This is an optimization exercise on Yosys and OpenROAD, whose aim is small area, a short achievable clock period and few clock cycles per item, not a production implementation. Function was checked by simulation only, so behaviour that the tests miss may differ from the original.

==> 04-07 <==
==> flow/design.v (excerpt) <==
module mac_pipe (
  input  logic               clk,
  input  logic               rst,
  input  logic               in_valid,
  output logic               in_ready,
  input  logic               in_first,
  input  logic               in_last,
  input  logic [71:0]        kernel_in,
  input  logic [71:0]        map_in,
  input  logic signed [31:0] bias,
  input  logic [4:0]         shift,
  output logic               out_valid,
  input  logic               out_ready,
  output logic signed [7:0]  mac_out
);
  logic take;
  assign take = in_valid && in_ready;
  logic bo1;
  logic bt2;
  logic bn3;
  logic pp4;
  logic pp5;
  logic pp6;
  logic pp7;
  logic pp8;
  logic pp9;
  logic pp10;
  logic pp11;
  logic pp12;
  logic bo13;
  logic bt14;
  logic bn15;
  logic pp16;
  logic pp17;
  logic pp18;
  logic pp19;
  logic pp20;
  logic pp21;
  logic pp22;
  logic pp23;
  logic pp24;
  logic bo25;
  logic bt26;
  logic bn27;
  logic pp28;
  logic pp29;
  logic pp30;
  logic pp31;
  logic pp32;
  logic pp33;
  logic pp34;
  logic pp35;
  logic pp36;
  logic bo37;
  logic bt38;
  logic bn39;
  logic pp40;
  logic pp41;
  logic pp42;
  logic pp43;
  logic pp44;
  logic pp45;
  logic pp46;
  logic pp47;
  logic pp48;
  logic bo49;
  logic bt50;
  logic bn51;
  logic pp52;
  logic pp53;
  logic pp54;
  logic pp55;
  logic pp56;
  logic pp57;
  logic pp58;
  logic pp59;
  logic pp60;
  logic bo61;
  logic bt62;
  logic bn63;
  logic pp64;
  logic pp65;
  logic pp66;
  logic pp67;
  logic pp68;
  logic pp69;
  logic pp70;
  logic pp71;
  logic pp72;
  logic bo73;
  logic bt74;
  logic bn75;
  logic pp76;
  logic pp77;
  logic pp78;
  logic pp79;
  logic pp80;
  logic pp81;
  logic pp82;
  logic pp83;
  logic pp84;
  logic bo85;
  logic bt86;
  logic bn87;
  logic pp88;
  logic pp89;
  logic pp90;
  logic pp91;
  logic pp92;
  logic pp93;
  logic pp94;
  logic pp95;
  logic pp96;
  logic bo97;
  logic bt98;
  logic bn99;
  logic pp100;
  logic pp101;
  logic pp102;
  logic pp103;
  logic pp104;
  logic pp105;
  logic pp106;
  logic pp107;
  logic pp108;
  logic bo109;
  logic bt110;
  logic bn111;
  logic pp112;
  logic pp113;
  logic pp114;
  logic pp115;
  logic pp116;
  logic pp117;
  logic pp118;
  logic pp119;
  logic pp120;
  ...
==> flow/config.mk <==
export PLATFORM = sky130hd
export DESIGN_NAME = mac_pipe
export DESIGN_NICKNAME = mac_pipe
export VERILOG_FILES = /design/flow/design.v
export SDC_FILE = /design/flow/constraint.sdc
export NUM_CORES = 4
export LEC_CHECK = 0
export ABC_AREA = 1
export CAP_MARGIN = 20
export CORE_MARGIN = 2
export CORE_UTILIZATION = 60
export SETUP_SLACK_MARGIN = 4.0
export SLEW_MARGIN = 20
==> flow/constraint.sdc <==
create_clock -name core_clock -period 7.5 [get_ports {clk}]
set_input_delay 1.5000 -clock core_clock [delete_from_list [all_inputs] [get_ports {clk}]]
set_output_delay 1.5000 -clock core_clock [all_outputs]
set_load 0.01 [all_outputs]
standard.sh (not shown) runs the stock make flow with config.mk's settings and CLKGATE_MAP_FILE= SYNTH_SCRIPT=/design/flow/synth_recipe.tcl, a recipe that flattens the netlist after the stock synthesis.
==> flow/flow/run.sh <==
#!/bin/bash
# Layout flow: the standard flow with two changes.
#  1. After the standard synthesis, flow/polarity.py re-chooses which full
#     adders work on complemented signals, so fewer inverters sit between
#     adders (registers and all other cells are left as synthesis made them).
#  2. Ports are buffered with sky130_fd_sc_hd__buf_1 instead of the default
#     pick; timing repair still resizes them as needed.
# Each tool's output goes to a log file of its own in this folder.
set -euo pipefail
R=orfs/results/${FLOW_PLATFORM:-sky130hd}/mac_pipe/base
bash standard.sh "$(pwd)/$R/1_2_yosys.v" > synth.log 2>&1
cp "$R/1_2_yosys.v" 1_2_yosys.standard.v
python3 flow/polarity.py 1_2_yosys.standard.v "$R/1_2_yosys.v" > polarity.log 2>&1
BUFFER_PORTS_ARGS="-buffer_cell sky130_fd_sc_hd__buf_1" bash standard.sh finish > layout.log 2>&1
Other scripts of this flow, unchanged in this note and not shown: flow/flow/polarity.py
==> 07-22: changes against 04-07 <==
SETUP_SLACK_MARGIN = 4.15   (was 4.0)
==> notes <==
Between 04-07 and 07-22, the lower first-iteration DRC count is in 07-22 (gap 22%, measured against 07-22).
In flip-flop and latch count, 04-07 and 07-22 do not differ.
Of 04-07 and 07-22, 04-07 has the higher worst hold slack (gap 0.0052 ns).
Register-to-register slack: 04-07 is higher than 07-22 (0.02 ns).
Synthesized cell count is the same in 04-07 and 07-22.
Of 07-22 and 04-07, 04-07 has the higher maximum frequency (gap about 0.6%, measured against 04-07).
Testbench counts of 04-07, summed over its fixed seeds: cycles 7,044, items 7,012.
Testbench counts of 07-22, summed over its fixed seeds: cycles 7,044, items 7,012.

## port drivers added, routing unchanged
The results above use ideal ports. As a check the final layouts listed here were re-extracted and re-timed, cells and wires unchanged. Step 1 sets driving cells, clkbuf_16 on the clock port and buf_2 on the other inputs (assumed; they add their load-dependent delay and slew). Step 2, shift: input delay + t, output delay - t, t = (earliest + latest rising clock arrival at the registers) / 2. This alone moves slack from input paths to output paths. Three values: ideal ports, drivers, drivers and shift; two values: the first two.
| run | shift t [ns] | slack for setup (ns) | worst setup path at the end | clock arrival spread, ns | cell pins on the clock port's net |
|---|---|---|---|---|---|
| 04-07 | 0.599 | 4.026 / 4.026 / 3.486 | input to register | 0.023 / 0.023 | 1 |
| 07-22 | 0.600 | 4.007 / 4.007 / 3.646 | input to register | 0.019 / 0.020 | 1 |
After both steps setup and hold are still met in every run listed. For 04-07, which loses most, drivers alone change the setup slack by 0.000 ns; drivers and shift together by -0.540 ns.
